This is an optimization exercise on Yosys and OpenROAD, whose aim is small area and a short achievable clock period, not a production implementation. Only simulation tests tie the RTL to the original design; equivalence was not proved. The clock port is modelled as an ideal driver; clocking choices that lean on that would not hold on a real chip.

## flow/design.v (module list and top-level ports; edited modules follow where they fit)
// module mac_top: 1537 lines
module mac_top #(
   parameter int A_WIDTH = 18,
   parameter int B_WIDTH = 18,
   parameter int P_WIDTH = 48
) (
   input  logic                      clk,
   input  logic                      rst_n,
   input  logic signed [A_WIDTH-1:0] data_a,
   input  logic signed [B_WIDTH-1:0] data_b,
   input  mac_pkg::mac_op_e          op,
   input  logic                      activate_mac,
   output logic signed [P_WIDTH-1:0] data_p,
   output logic                      p_valid
);
  // ...
==> flow/flow/run.sh <==
#!/bin/bash
# The standard layout, with these changes in how it is made:
# - Yosys's synth runs without its early ABC pass (-noabc), so the full
#   adders it extracts keep their polarity (no inverters between them);
# - the port buffers are the smallest buffer (buf_1) instead of the
#   default clkdlybuf4s50_1; every port is still buffered;
# - after CTS, flow/pq_clock_delay.tcl puts delay chains in front of the
#   result register's clock (useful skew for the register-to-register
#   multiply-add paths).
export SYNTH_ARGS="-noabc"
export BUFFER_PORTS_ARGS="-buffer_cell sky130_fd_sc_hd__buf_1"
export POST_CTS_TCL="$PWD/flow/pq_clock_delay.tcl"
export PQ_DLY_CELLS="sky130_fd_sc_hd__clkdlybuf4s50_1 sky130_fd_sc_hd__clkdlybuf4s50_1 sky130_fd_sc_hd__clkdlybuf4s50_1 sky130_fd_sc_hd__clkdlybuf4s25_1"
export PQ_SKIP_BITS=8
export PQ_BUF_CELL=sky130_fd_sc_hd__clkbuf_8
bash standard.sh > standard.log 2>&1
==> flow/flow/pq_clock_delay.tcl <==
# Post-CTS hook: the result register p_q gets its clock through a short
# delay chain below each clock-tree leaf that drives it, so its clock
# arrives later than the operand registers'. This is useful skew for the
# operand -> result paths (the long multiply-add paths); the result
# register's own feedback path sees about the same delay at both ends.
# The low bits (below PQ_SKIP_BITS) keep the undelayed clock.
# The later repair steps (global route) see and repair the new timing.
set block [ord::get_db_block]
set db [ord::get_db]
set chain {}
foreach c $::env(PQ_DLY_CELLS) { lappend chain [$db findMaster $c] }
lappend chain [$db findMaster $::env(PQ_BUF_CELL)]
set groups [dict create]
set n 0
foreach inst [$block getInsts] {
  if {[regexp {^p_q\\?\[([0-9]+)} [$inst getName]] && [string match sky130_fd_sc_hd__df* [[$inst getMaster] getName]]} {
    incr n
    regexp {^p_q\\?\[([0-9]+)} [$inst getName] -> bit
    # the low result bits have short paths and ample setup slack: no delay
    if {$bit < $::env(PQ_SKIP_BITS)} { continue }
    set net [[$inst findITerm CLK] getNet]
    dict lappend groups [$net getName] $inst
  }
}
if {$n != 48} { error "pq_clock_delay: expected 48 result flops, found $n" }
set g 0
dict for {netname flops} $groups {
  set net [$block findNet $netname]
  set sx 0; set sy 0
  foreach f $flops {
    set bb [$f getBBox]
    set sx [expr {$sx + [$bb xMin]}]; set sy [expr {$sy + [$bb yMin]}]
  }
  set cx [expr {int($sx / [llength $flops])}]
  set cy [expr {int($sy / [llength $flops])}]
  set prev $net
  set k 0
  foreach m $chain {
    set inst [odb::dbInst_create $block $m "pq_clkdly_${g}_$k"]
    set out [odb::dbNet_create $block "pq_clk_${g}_$k"]
    $out setSigType CLOCK
    [$inst findITerm A] connect $prev
    [$inst findITerm X] connect $out
    $inst setLocation $cx $cy
    $inst setPlacementStatus PLACED
    set prev $out
    incr k
  }
  foreach f $flops {
    set it [$f findITerm CLK]
    $it disconnect
    $it connect $prev
  }
  puts "pq_clock_delay: group $g under $netname: [llength $flops] flops"
  incr g
}
global_connect
detailed_placement
check_placement -verbose
estimate_parasitics -placement
report_clock_skew
==> flow/standard.sh <==
#!/bin/bash
# synth_recipe.tcl (not shown) runs the flow's synth.tcl, then flattens the netlist and writes it again
# the make line also repeats each setting of config.mk as NAME=value (left out here)
make -C /OpenROAD-flow-scripts/flow DESIGN_CONFIG=/design/flow/config.mk WORK_HOME=/design/flow/orfs CLKGATE_MAP_FILE= SYNTH_SCRIPT=/design/flow/synth_recipe.tcl "${@:-finish}"
==> flow/config.mk <==
export PLATFORM = sky130hd
export DESIGN_NAME = mac_top
export DESIGN_NICKNAME = mac_top
export VERILOG_FILES = /design/flow/design.v
export SDC_FILE = /design/flow/constraint.sdc
export NUM_CORES = 4
export LEC_CHECK = 0
export ABC_AREA = 1
export CAP_MARGIN = 20
export CORE_MARGIN = 2
export CORE_UTILIZATION = 40
export HOLD_SLACK_MARGIN = 0.05
export SLEW_MARGIN = 20
==> flow/constraint.sdc <==
create_clock -name core_clock -period 10.0 [get_ports {clk}]
set_input_delay 2.0000 -clock core_clock [delete_from_list [all_inputs] [get_ports {clk}]]
set_output_delay 2.0000 -clock core_clock [all_outputs]
set_load 0.01 [all_outputs]
==> results.yml, run 1 <==
place:
  placedCellCount: 1582
  gp_congestion: 0.875
layout:
  fin_area_um2: 13100
  seq_area_um2: 2290
  diodes: 0
  nFillCells: 2710
  seq_share: 0.175
floorplan:
  ios: 90
logic_synthesis:
  synth_nets: 1463
  synth_async_sr_flop_share: 0.711
  synth-edff-count: 0
  ys_types: 34
  synth_ff_type: "dfrtp_1"
  syn_area_um2: 11400
  yosys.area_share.simple: 0.0659
timing:
  setup_viol: 0
  holdWs_ns: -0.0294
  rsz0062_at_grt: "false"
  hold_violations: 6
run_status:
  outcome: "complete, but fails checks"
  failed_checks: "negative hold slack"
critical_path:
  cpLargestDelayFamily: "buffers and inverters"
  critical_path_arrival_ns: 8.23
  r2r_setup_slack_ns: 3.87
  endpoint: "p_q[9]$_DFF_PN0_"
  path_max_fanout: 20
  reg2reg_to: "p_q[9]$_DFF_PN0_"
route:
  routed-wl-met2_um: 13800
  drt_iter0_drc: 605
==> run 2, diff against run 1 <==
--- a/flow/flow/run.sh
+++ b/flow/flow/run.sh
@@ -12,3 +12,3 @@
 export POST_CTS_TCL="$PWD/flow/pq_clock_delay.tcl"
-export PQ_DLY_CELLS="sky130_fd_sc_hd__clkdlybuf4s50_1 sky130_fd_sc_hd__clkdlybuf4s50_1 sky130_fd_sc_hd__clkdlybuf4s50_1 sky130_fd_sc_hd__clkdlybuf4s25_1"
+export PQ_DLY_CELLS="sky130_fd_sc_hd__clkdlybuf4s50_1 sky130_fd_sc_hd__clkdlybuf4s50_1 sky130_fd_sc_hd__clkdlybuf4s50_1"
 export PQ_SKIP_BITS=8
--- a/flow/config.mk
+++ b/flow/config.mk
@@ -11,2 +11,3 @@
 export CORE_UTILIZATION = 40
+export CTS_BUF_LIST = sky130_fd_sc_hd__clkbuf_4 sky130_fd_sc_hd__clkbuf_8
 export HOLD_SLACK_MARGIN = 0.05
==> results.yml, run 2 <==
floorplan:
  die_area_um2: 29900
  core.rowCount: 61
  coreArea_um2: 27900
  ios: 90
  initial_core_util: 0.409
  die_h_um: 173
  fp.dieW_um: 173
timing:
  skew_ns: 1.63
  setup_viol: 0
  period_share: 0.503
  setup_tns_ns: 0
  slew_violations: 0
  fin_crit_ns: 5.03
  tightest_slew_ns: 0.967
  hold_violations: 0
  slew_headroom: 0.354
  clock.fmax_ghz: 0.199
  rsz0062_at_grt: "false"
logic_synthesis:
  synth-edff-count: 0
  ys_warn_count: 1
  synth_top_family_by_area: "adder cells"
  synth-compound-area-share: 0.115
  synth_mux_area_frac: 0
  syn_area_per_cell_um2: 9.76
  ys_top_cells_by_count: "xor2_1, fa_1, o22ai_1"
  synth_nets: 1463
  synthXorXnorAreaFrac: 0.156
  ys_ff_latch: 97
  synthAdderAreaFrac: 0.385
  yosys.area_share.simple: 0.0659
  synth_top_area_share: 0.294
  ys_types: 34
  ys_seq_area_frac: 0.200
  synthMostInstantiatedCell: "xor2_1"
  synth_ff_type: "dfrtp_1"
  syn_area_um2: 11400
  yosys.area.top_type: "fa_1"
  synth_async_sr_flop_share: 0.711
  yosys-top-cells-area: "fa_1, dfrtp_1, xor2_1"
  synthCells: 1171
flow_run:
  max_cap_violations: 0
route:
  via_per_inst: 5.14
  first_pass_iters: 5
  ant_nets: 0
  wl_per_cell_um: 16.8
  drc: 0
  drt_wl_total_um: 27400
  via_count: 8380
  drt_iter0_drc: 529
global_route:
  grt_max_degree: 70
  gr-total-overflow: 0
  antenna_found_initial: 0
  grt_usage: 0.187
  grt_pass1_vias: 8659
  grtUsageMet3: 0.0284
  busiest_layer: "met2"
  use_met2: 0.305
  grt_pass1_wl_um: 44800
  grtUsageMet1: 0.254
place:
  gp_congestion: 0.875
  placedCellCount: 1582
  numPortBuffers: 89
  hpwl_um: 20700
layout:
  syn_to_final_growth_pct: 10.1
  layout_commonest_cell: "xor2_1"
  nFillCells: 2750
  final_layout_size_suffix_gt1_frac: 0.0424
  mostFrequentLayoutCells: "xor2_1, fa_1, o22ai_1"
  largest_reg_flops: 48
  reg_top3: "p_q: 48 flops, a_q: 18 flops"
  top_register: "p_q"
  final_nets: 1538
  diodes: 0
  utilization: 0.450
  instances_no_fill: 1629
critical_path:
  slowest_delay_ns: 0.93
  cp.required_ns: 11.86
  reg2reg_to: "p_q[43]$_DFF_PN0_"
  critical_path_arrival_ns: 6.89
  crit_chain: "clkinv_1 -> xor2_1 -> fa_1 -> fa_1 -> fa_1 -> fa_1 -> fa_1 -> fa_1 -> ha_1 -> nand2_1 -> nor2_1 -> nand2_1 -> nor2_1 -> nand2_4 -> nand2_4 -> nand2_2 -> nand2_2 -> inv_2 -> o21a_1 -> fa_1 -> xnor2_1"
  cp_common_cell: "fa_1"
  worstSetupStartpoint: "neg_q[7]$_DFF_P_"
  path_max_fanout: 15
  r2r_start: "neg_q[7]$_DFF_P_"
  slowest_stage: "dfxtp_1"
  r2r_setup_slack_ns: 4.97
  reg2regPathDepth: 21
  start_kind: "flop"
  endpoint: "p_q[43]$_DFF_PN0_"
  crit_type: "flop to flop"
  critPathCaptureType: "flop"
worst_hold_path:
  hp-class: "flop to flop"
  hold_start: "kp_q$_DFF_P_"
clock_tree:
  clock_latency_ns: 2.01
  path_clk_slew_ns: 0.10
  cts_tree: "done"
  clock_sinks: 97
run_status:
  outcome: "finished clean"
-- run 2: cell counts after synthesis --
No cell type changed its count.
-- run 2: how the worst min path moves through the flow --
stage / endpoint / slack [ns] / cells past startpoint
2_1_floorplan: pv_q$_DFF_PN0_ / 0.33 / 0
6_report: p_q[47]$_DFF_PN0_ / 0.02 / 5
3_3_place_gp: pv_q$_DFF_PN0_ / 0.34 / 0
5_1_grt: p_q[32]$_DFF_PN0_ / 0.06 / 6
3_5_place_dp: pv_q$_DFF_PN0_ / 0.35 / 0
-- run 2: cell type report, clock buffers not listed --
cell class                 instances  area [um2]  share of cell area
inverter                         174         653              0.0519
tap                              378         473              0.0376
sequential                        97        2290               0.182
timing repair buffer             103         470              0.0374
buffer                            20         219              0.0174
multi-input combinational        841        8260               0.656
clock inverter                     7        98.8             0.00786
-- run 2: worst max-delay path, delay by kind of cell (launching register included) --
| kind | cells | cell delay [ns] |
|---|---|---|
| fa+ha+maj | 8 | 3.43 |
| flops | 1 | 0.93 |
| simple gates | 8 | 0.91 |
| buf+inv | 2 | 0.54 |
| xor+xnor | 2 | 0.47 |
| compound gates | 1 | 0.18 |
-- run 2: layer usage --
layer | wire [um] | vias up
li1 | - | 3957
met1 | 12100 | 4152
met2 | 13300 | 230
met3 | 1360 | 41
met4 | 710 | 0
met5 | 0 | -
-- run 2: stage by stage --
stage	hold WS, ns	setup WS (ns)	area [um2]
final	0.0244	4.97	12600
after floorplan	0.331	4.33	11400
after detailed placement	0.348	3.45	12000
after global routing	0.0616	4.62	12600
after global placement	0.342	3.51	12000
-- run 2: cells by family after synthesis --
kind of cell	after synthesis
simple gates	180
compound gates	207
buf+inv	233
flops	97
xor+xnor	203
fa+ha+maj	251
==> run 3, diff against run 2 <==
--- a/flow/config.mk
+++ b/flow/config.mk
@@ -11,3 +11,2 @@
 export CORE_UTILIZATION = 40
-export CTS_BUF_LIST = sky130_fd_sc_hd__clkbuf_4 sky130_fd_sc_hd__clkbuf_8
 export HOLD_SLACK_MARGIN = 0.05
==> results.yml, run 3 <==
logic_synthesis:
  ys_warn_count: 1
  synthMostInstantiatedCell: "xor2_1"
  ys_ff_latch: 97
  ys_top_cells_by_count: "xor2_1, fa_1, o22ai_1"
  yosys.area.top_type: "fa_1"
  synth_nets: 1463
  synth-edff-count: 0
  yosys-top-cells-area: "fa_1, dfrtp_1, xor2_1"
  synth_async_sr_flop_share: 0.711
  synth_top_area_share: 0.294
  synth_ff_type: "dfrtp_1"
  syn_area_um2: 11400
  ys_types: 34
  syn_area_per_cell_um2: 9.76
  ys_seq_area_frac: 0.200
  synthCells: 1171
clock_tree:
  clock_latency_ns: 1.97
  clock_sinks: 97
  path_clk_slew_ns: 0.09
  cts_tree: "done"
timing:
  slew_violations: 0
  setup_viol: 0
  fin_crit_ns: 5.01
  skew_ns: 1.62
  setup_tns_ns: 0
  period_share: 0.501
  slew_headroom: 0.345
  hold_violations: 0
  tightest_slew_ns: 0.981
  fin_ws_ns: 4.99
  rsz0062_at_grt: "false"
  clock.fmax_ghz: 0.199
layout:
  final_nets: 1539
  multi_input_area_um2: 8260
  nFillCells: 2742
  syn_to_final_growth_pct: 11.0
  layout_commonest_cell: "xor2_1"
  largest_reg_flops: 48
  final_layout_size_suffix_gt1_frac: 0.0423
  mostFrequentLayoutCells: "xor2_1, fa_1, o22ai_1"
  top_register: "p_q"
  reg_top3: "p_q: 48 flops, a_q: 18 flops"
  seq_area_um2: 2290
  diodes: 0
place:
  gp_congestion: 0.875
  hpwl_um: 20700
  numPortBuffers: 89
  post-place-ws_ns: 3.45
critical_path:
  cp.required_ns: 11.84
  crit_type: "flop to flop"
  path_max_fanout: 15
  critPathCaptureType: "flop"
  critical_path_arrival_ns: 6.85
  start_kind: "flop"
floorplan:
  initial_core_util: 0.409
  ios: 90
  die_area_um2: 29900
  coreArea_um2: 27900
  core.rowCount: 61
  die_h_um: 173
  fp.dieW_um: 173
worst_hold_path:
  hp-class: "flop to flop"
global_route:
  grt_pass1_wl_um: 45100
  gr-total-overflow: 0
  grt_usage: 0.189
  antenna_found_initial: 0
  grt_max_degree: 70
  grt_pass1_vias: 8633
route:
  via_count: 8423
  drc: 0
  ant_nets: 0
  drt_wl_total_um: 27600
  first_pass_iters: 5
  via_per_inst: 5.17
  drt_iter0_drc: 528
  wl_per_cell_um: 16.9
run_status:
  outcome: "finished clean"
flow_run:
  max_cap_violations: 0
-- run 3: final cells by class, clock buffers not listed --
cell class / instances / share of cell area
inverter: 174 / 0.0515
buffer: 20 / 0.0173
tap: 378 / 0.0373
multi-input combinational: 841 / 0.651
sequential: 97 / 0.180
timing repair buffer: 104 / 0.0379
clock inverter: 6 / 0.00542
-- run 3: logic make-up (layout without fill, tap and decap cells) --
kind of cell,count (synthesis),in the layout,share of synthesized area
xor gates and xnor gates,203,203,0.156
buffers and inverters,233,314,0.0778
DFF,97,97,0.200
AOI/OAI and AO/OA,207,207,0.115
adders and majority gates,251,251,0.385
and+or+nand+nor,180,180,0.0659
-- run 3: worst paths after layout --
kind | startpoint | endpoint | slack (ns) | cells after the start
max in group asynchronous | rst_n | p_q[4]$_DFF_PN0_ | 7.61 | 1
max reg2reg | neg_q[7]$_DFF_P_ | p_q[43]$_DFF_PN0_ | 4.99 | 21
min | kp_q$_DFF_P_ | p_q[47]$_DFF_PN0_ | 0.005 | 5
max | neg_q[7]$_DFF_P_ | p_q[43]$_DFF_PN0_ | 4.99 | 21
min in group asynchronous | rst_n | p_q[31]$_DFF_PN0_ | 0.18 | 1
min reg2reg | kp_q$_DFF_P_ | p_q[47]$_DFF_PN0_ | 0.005 | 5
-- run 3: worst max-delay path, cell delays in order, from the launching register on --
cell	delay (ns)
dfxtp_1	0.93
clkinv_1	0.50
xor2_1	0.34
fa_1	0.43
fa_1	0.43
fa_1	0.43
fa_1	0.46
fa_1	0.56
fa_1	0.45
ha_1	0.29
nand2_1	0.06
nor2_1	0.25
nand2_1	0.12
nor2_1	0.18
nand2_4	0.07
nand2_4	0.09
nand2_2	0.05
nand2_2	0.07
inv_2	0.04
o21a_1	0.18
fa_1	0.38
xnor2_1	0.14
-- run 3: stage by stage --
step                cell area [um2]   util  std cells  hold slack, ns
finish                        12700  0.454       1630         0.00477
global placement              12000  0.431       1582           0.342
detailed placement            12000  0.431       1582           0.348
global route                  12700  0.454       1630          0.0397
floorplan                     11400      -       1171           0.331
-- run 3: metal layers --
layer | global-route usage | vias up | share of wire | wire length (um)
li1 | - | 3954 | - | -
met1 | 0.257 | 4170 | 0.44 | 12100
met2 | 0.306 | 253 | 0.48 | 13300
met3 | 0.0279 | 46 | 0.049 | 1340
met4 | 0.0742 | 0 | 0.028 | 779
met5 | 0 | - | 0 | 0
==> run 4, diff against run 3 <==
--- a/flow/flow/run.sh
+++ b/flow/flow/run.sh
@@ -8,3 +8,5 @@
 #   result register's clock (useful skew for the register-to-register
-#   multiply-add paths).
+#   multiply-add paths);
+# - only the setup repair after global routing, the first that sees that
+#   skew, is given a setup margin (flow/grt_margin.tcl).
 export SYNTH_ARGS="-noabc"
@@ -12,5 +14,6 @@
 export POST_CTS_TCL="$PWD/flow/pq_clock_delay.tcl"
-export PQ_DLY_CELLS="sky130_fd_sc_hd__clkdlybuf4s50_1 sky130_fd_sc_hd__clkdlybuf4s50_1 sky130_fd_sc_hd__clkdlybuf4s50_1"
+export PQ_DLY_CELLS="sky130_fd_sc_hd__clkdlybuf4s50_1 sky130_fd_sc_hd__clkdlybuf4s50_1"
 export PQ_SKIP_BITS=8
 export PQ_BUF_CELL=sky130_fd_sc_hd__clkbuf_8
+export PRE_GLOBAL_ROUTE_TCL="$PWD/flow/grt_margin.tcl"
 bash standard.sh > standard.log 2>&1
==> flow/flow/grt_margin.tcl (new file) <==
# Pre-global-route hook: the setup repair after global routing aims at
# 5.8 ns of slack. It is the first repair that sees the
# result register's delayed clock, so it is the only one given a margin.
set ::env(SETUP_SLACK_MARGIN) 5.8
==> results.yml, run 4 <==
layout:
  fin_area_um2: 15200
  reg_top3: "p_q: 48 flops, a_q: 18 flops"
  largest_reg_flops: 48
  syn_to_final_growth_pct: 32.7
  final_layout_size_suffix_gt1_frac: 0.311
  final_nets: 1749
  layout_commonest_cell: "buf_4"
  top_register: "p_q"
  nFillCells: 2414
  mostFrequentLayoutCells: "buf_4, xor2_1, o22ai_1"
  diodes: 0
place:
  hpwl_um: 20700
  gp_congestion: 0.875
  numPortBuffers: 89
  placed_cell_area_um2: 12000
logic_synthesis:
  synthXorXnorAreaFrac: 0.156
  ys_top_cells_by_count: "xor2_1, fa_1, o22ai_1"
  synth_top_area_share: 0.294
  ys_warn_count: 1
  syn_area_per_cell_um2: 9.76
  synth_async_sr_flop_share: 0.711
  synth_top_family_by_area: "adder cells"
  synthAdderAreaFrac: 0.385
  yosys.area.top_type: "fa_1"
  syn_area_um2: 11400
  ys_types: 34
  synthMostInstantiatedCell: "xor2_1"
  synthCells: 1171
  ys_seq_area_frac: 0.200
  ys_ff_latch: 97
  synth-compound-area-share: 0.115
  synth-edff-count: 0
  yosys.area_share.simple: 0.0659
  yosys-top-cells-area: "fa_1, dfrtp_1, xor2_1"
  synth_mux_area_frac: 0
  synth_nets: 1463
  synth_ff_type: "dfrtp_1"
critical_path:
  start_kind: "flop"
  critical_path_arrival_ns: 6.33
  path_max_fanout: 6
  crit_type: "flop to flop"
  cp.required_ns: 11.43
  critPathCaptureType: "flop"
route:
  via_count: 9851
  drt_iter0_drc: 1017
  drc: 0
  ant_nets: 0
  wl_per_cell_um: 18.6
  first_pass_iters: 5
  drt_wl_total_um: 34200
  via_per_inst: 5.35
floorplan:
  die_area_um2: 29900
  die_h_um: 173
  ios: 90
  coreArea_um2: 27900
  fp.dieW_um: 173
  core.rowCount: 61
  initial_core_util: 0.409
clock_tree:
  clock_sinks: 97
  cts_tree: "done"
  path_clk_slew_ns: 0.09
  clock_latency_ns: 1.48
timing:
  tightest_slew_ns: 0.948
  setup_viol: 0
  setup_tns_ns: 0
  clock.fmax_ghz: 0.204
  slew_headroom: 0.368
  hold_violations: 0
  slew_violations: 0
  rsz0062_at_grt: "true"
  fin_crit_ns: 4.90
  period_share: 0.490
  holdWs_ns: 0.111
  skew_ns: 1.12
worst_hold_path:
  hp-class: "flop to flop"
global_route:
  antenna_found_initial: 0
  grt_usage: 0.189
  gr-total-overflow: 0
  grt_max_degree: 70
  grt_pass1_wl_um: 45000
  grt_pass1_vias: 8566
flow_run:
  max_cap_violations: 0
run_status:
  outcome: "finished clean"
## run 4: path summary, 6_finish.rpt
check / from / to / slack, ns / cells after the start
worst max register to register: a_q[9]$_DFF_P_ / p_q[46]$_DFF_PN0_ / 5.10 / 23
max in group asynchronous: rst_n / one_q[2]$_DFF_PN0_ / 7.55 / 1
worst max-delay path: a_q[9]$_DFF_P_ / p_q[46]$_DFF_PN0_ / 5.10 / 23
worst min register to register: p_q[5]$_DFF_PN0_ / p_q[8]$_DFF_PN0_ / 0.11 / 9
min in group asynchronous: rst_n / p_q[39]$_DFF_PN0_ / 0.66 / 1
worst min-delay path: p_q[5]$_DFF_PN0_ / p_q[8]$_DFF_PN0_ / 0.11 / 9
## run 4: worst max-delay path, cell delays in order, from the launching register on
cell and delay [ns]:
dfxtp_4 0.41, clkinvlp_4 0.24, o22ai_1 0.31, xor2_1 0.35, fa_1 0.57, fa_2 0.41
fa_2 0.38, fa_2 0.57, fa_1 0.41, ha_1 0.30, ha_1 0.33, a21oi_1 0.23
nand2_2 0.10, nand2_2 0.09, nand2_2 0.08, a21oi_4 0.18, nand2_4 0.09, nand2_4 0.07
nand2_4 0.05, nand2_2 0.06, nand2_2 0.06, a21oi_2 0.16, fa_1 0.42, inv_1 0.06
## run 4: layer usage
layer,GRT usage,share of wire
met5,0,0
met2,0.306,0.48
met1,0.257,0.40
met3,0.0275,0.080
met4,0.0710,0.038
## run 4: layout make-up, clock buffers not listed
class	count	area, um2	area share
inverters	174	803	0.0530
repair buffers	299	2100	0.139
repair inverters	20	140	0.00924
flip-flops and latches	97	2360	0.155
multi-input cells	841	8800	0.580
clock inverters	6	68.8	0.00454
plain buffers	15	169	0.0111
well taps	378	473	0.0312
## run 4: kinds of logic (layout without fill, tap and decap cells)
kind of cell,Yosys count,after routing
and+or+nand+nor,180,180
buffers and inverters,233,524
xor gates and xnor gates,203,203
AOI/OAI and AO/OA,207,207
DFF,97,97
adders and majority gates,251,251
## run 4: through the flow
step,worst slack [ns],util,std cells
after floorplan,4.33,-,1171
after global placement,3.51,0.431,1582
after detailed placement,3.45,0.431,1582
after global routing,5.04,0.543,1840
final,5.10,0.543,1840
==> run 5, diff against run 4 <==
--- a/flow/flow/run.sh
+++ b/flow/flow/run.sh
@@ -14,3 +14,3 @@
 export POST_CTS_TCL="$PWD/flow/pq_clock_delay.tcl"
-export PQ_DLY_CELLS="sky130_fd_sc_hd__clkdlybuf4s50_1 sky130_fd_sc_hd__clkdlybuf4s50_1"
+export PQ_DLY_CELLS="sky130_fd_sc_hd__clkdlybuf4s50_1 sky130_fd_sc_hd__clkdlybuf4s50_1 sky130_fd_sc_hd__clkdlybuf4s50_1"
 export PQ_SKIP_BITS=8
==> flow/flow/grt_margin.tcl (replaced) <==
# Pre-global-route hook: the setup repair after global routing aims at
# 5.2 ns of slack. It is the first repair that sees the
# result register's delayed clock, so it is the only one given a margin.
set ::env(SETUP_SLACK_MARGIN) 5.2
--- a/flow/config.mk
+++ b/flow/config.mk
@@ -11,3 +11,4 @@
 export CORE_UTILIZATION = 40
-export HOLD_SLACK_MARGIN = 0.05
+export CTS_BUF_LIST = sky130_fd_sc_hd__clkbuf_4 sky130_fd_sc_hd__clkbuf_8
+export HOLD_SLACK_MARGIN = 0.1
 export SLEW_MARGIN = 20
==> results.yml, run 5 <==
timing:
  tightest_slew_ns: 0.953
  period_share: 0.456
  fin_crit_ns: 4.56
  rsz0062_at_grt: "false"
  clock.fmax_ghz: 0.219
  slew_headroom: 0.365
  hold_violations: 0
  skew_ns: 1.63
  slew_violations: 0
  setup_tns_ns: 0
  setup_viol: 0
  fin_ws_ns: 5.44
  holdWs_ns: 0.0509
logic_synthesis:
  yosys-top-cells-area: "fa_1, dfrtp_1, xor2_1"
  ys_warn_count: 1
  ys_types: 34
  synth_top_area_share: 0.294
  ys_ff_latch: 97
  synthCells: 1171
  yosys.area.top_type: "fa_1"
  synth_ff_type: "dfrtp_1"
  ys_seq_area_frac: 0.200
  synthMostInstantiatedCell: "xor2_1"
  ys_top_cells_by_count: "xor2_1, fa_1, o22ai_1"
  syn_area_um2: 11400
  syn_area_per_cell_um2: 9.76
  synth-edff-count: 0
  synth_nets: 1463
  synth_async_sr_flop_share: 0.711
critical_path:
  cp_common_cell: "fa_1"
  start_kind: "flop"
  cp.required_ns: 11.86
  slowest_delay_ns: 0.56
  slowest_stage: "fa_1"
  path_max_fanout: 18
  critPathCaptureType: "flop"
  crit_type: "flop to flop"
  critical_path_arrival_ns: 6.42
  crit_chain: "clkinvlp_4 -> o22ai_1 -> xor2_1 -> fa_1 -> fa_1 -> fa_1 -> fa_1 -> fa_1 -> fa_1 -> ha_1 -> nand2_1 -> nor2_1 -> nand2_1 -> nor2_1 -> nand2_4 -> nand2_4 -> nand2_2 -> nand2_2 -> inv_2 -> o21a_1 -> fa_1 -> xnor2_1"
clock_tree:
  clock_sinks: 97
  path_clk_slew_ns: 0.11
  clock_latency_ns: 2.02
  cts_tree: "done"
floorplan:
  core.rowCount: 61
  fp.dieW_um: 173
  initial_core_util: 0.409
  coreArea_um2: 27900
  die_h_um: 173
  die_area_um2: 29900
  ios: 90
route:
  drt_wl_total_um: 29200
  via_count: 8981
  drc: 0
  wl_per_cell_um: 16.8
  first_pass_iters: 5
  drt_iter0_drc: 629
  ant_nets: 0
  via_per_inst: 5.16
worst_hold_path:
  hp-class: "flop to flop"
layout:
  top_register: "p_q"
  syn_to_final_growth_pct: 20.1
  diodes: 0
  final_nets: 1649
  reg_top3: "p_q: 48 flops, a_q: 18 flops"
  final_layout_size_suffix_gt1_frac: 0.134
  largest_reg_flops: 48
  instances_no_fill: 1740
  mostFrequentLayoutCells: "xor2_1, fa_1, o22ai_1"
  layout_commonest_cell: "xor2_1"
global_route:
  grt_pass1_vias: 8659
  grt_usage: 0.187
  grt_max_degree: 70
  gr-total-overflow: 0
  grt_pass1_wl_um: 44800
  antenna_found_initial: 0
run_status:
  outcome: "finished clean"
place:
  hpwl_um: 20700
  post-place-ws_ns: 3.45
  gp_congestion: 0.875
  placedCellCount: 1582
  numPortBuffers: 89
flow_run:
  max_cap_violations: 0
[run 5: worst paths after layout]
path / startpoint / end / slack [ns] / depth (start not counted)
setup reg to reg: a_q[14]$_DFF_P_ / p_q[43]$_DFF_PN0_ / 5.44 / 22
max in group asynchronous: rst_n / p_q[4]$_DFF_PN0_ / 7.64 / 1
setup / recovery: a_q[14]$_DFF_P_ / p_q[43]$_DFF_PN0_ / 5.44 / 22
min in group asynchronous: rst_n / p_q[31]$_DFF_PN0_ / 0.14 / 1
hold / removal: p_q[1]$_DFF_PN0_ / p_q[17]$_DFF_PN0_ / 0.05 / 11
hold reg to reg: p_q[1]$_DFF_PN0_ / p_q[17]$_DFF_PN0_ / 0.05 / 11
[run 5: cell families (layout without fill, tap and decap cells)]
family / Yosys count / count (layout) / share of synthesized area
AOI/OAI and AO/OA: 207 / 207 / 0.115
xor gates and xnor gates: 203 / 203 / 0.156
adders and majority gates: 251 / 251 / 0.385
buffers and inverters: 233 / 424 / 0.0778
DFF: 97 / 97 / 0.200
and+or+nand+nor: 180 / 180 / 0.0659
[run 5: layout make-up, clock buffers not listed]
cell class,instances,area (um2)
timing repair buffer,214,1460
tap,378,473
buffer,20,219
multi-input combinational,841,8260
sequential,97,2310
inverter,174,788
fill,2667,14200
clock inverter,7,98.8
[run 5: through the flow]
| step | utilization | instance area, um2 |
|---|---|---|
| after floorplan | - | 11400 |
| after detailed placement | 0.431 | 12000 |
| final | 0.491 | 13700 |
| after global routing | 0.491 | 13700 |
| after global placement | 0.431 | 12000 |
[run 5: routing by layer]
metal / routed length (um) / GRT usage / part of all wire / vias to the layer above
li1: - / - / - / 4173
met5: 0 / 0 / 0 / -
met1: 12500 / 0.254 / 0.43 / 4456
met3: 1660 / 0.0284 / 0.057 / 48
met2: 14200 / 0.305 / 0.49 / 304
met4: 739 / 0.0696 / 0.025 / 0
[run 5: worst max-delay path: cells and delay by family, from the launching register on]
kind | cells | cell delay (ns)
XOR/XNOR | 2 | 0.38
AND/OR/NAND/NOR | 8 | 0.91
adder cells (fa/ha/maj) | 8 | 3.52
buffers and inverters | 2 | 0.37
AO/OA/AOI/OAI | 2 | 0.44
flip-flops | 1 | 0.37

## separate check: timing with driven ports
No port has a modelled driver above. Below, the same layouts with a new extraction and two added sets of constraints.
Step 1 (the two cells are an assumption about what drives the block):
set clk [get_ports {clk}]
set_driving_cell -lib_cell sky130_fd_sc_hd__clkbuf_16 $clk
set_driving_cell -lib_cell sky130_fd_sc_hd__buf_2 [delete_from_list [all_inputs] $clk]
Step 2, shift: input delay + t, output delay - t, t = (earliest + latest rising clock arrival at the registers) / 2. This alone moves slack from input paths to output paths.
Slacks: ideal ports / drivers / drivers and shift; pairs: ideal ports / drivers.
| run | shift t [ns] | setup slack, ns | hold slack, ns | worst setup path at the end | latest minus earliest clock arrival (ns) |
|---|---|---|---|---|---|
| run 1 | 1.335 | 3.868 / 3.868 / 3.868 | -0.029 / -0.029 / -0.029 | register to register | 1.864 / 1.864 |
| run 2 | 1.237 | 4.969 / 4.969 / 4.969 | 0.024 / 0.024 / 0.024 | register to register | 1.625 / 1.625 |
| run 3 | 1.212 | 4.986 / 4.986 / 4.986 | 0.005 / 0.005 / 0.005 | register to register | 1.616 / 1.615 |
| run 4 | 0.970 | 5.103 / 5.103 / 5.103 | 0.111 / 0.111 / 0.111 | register to register | 1.122 / 1.122 |
| run 5 | 1.242 | 5.441 / 5.412 / 5.441 | 0.051 / 0.051 / 0.051 | register to register | 1.630 / 1.630 |
Clock arrivals are far apart in every run listed, so t is only a midpoint there and step 2 fits no single register.
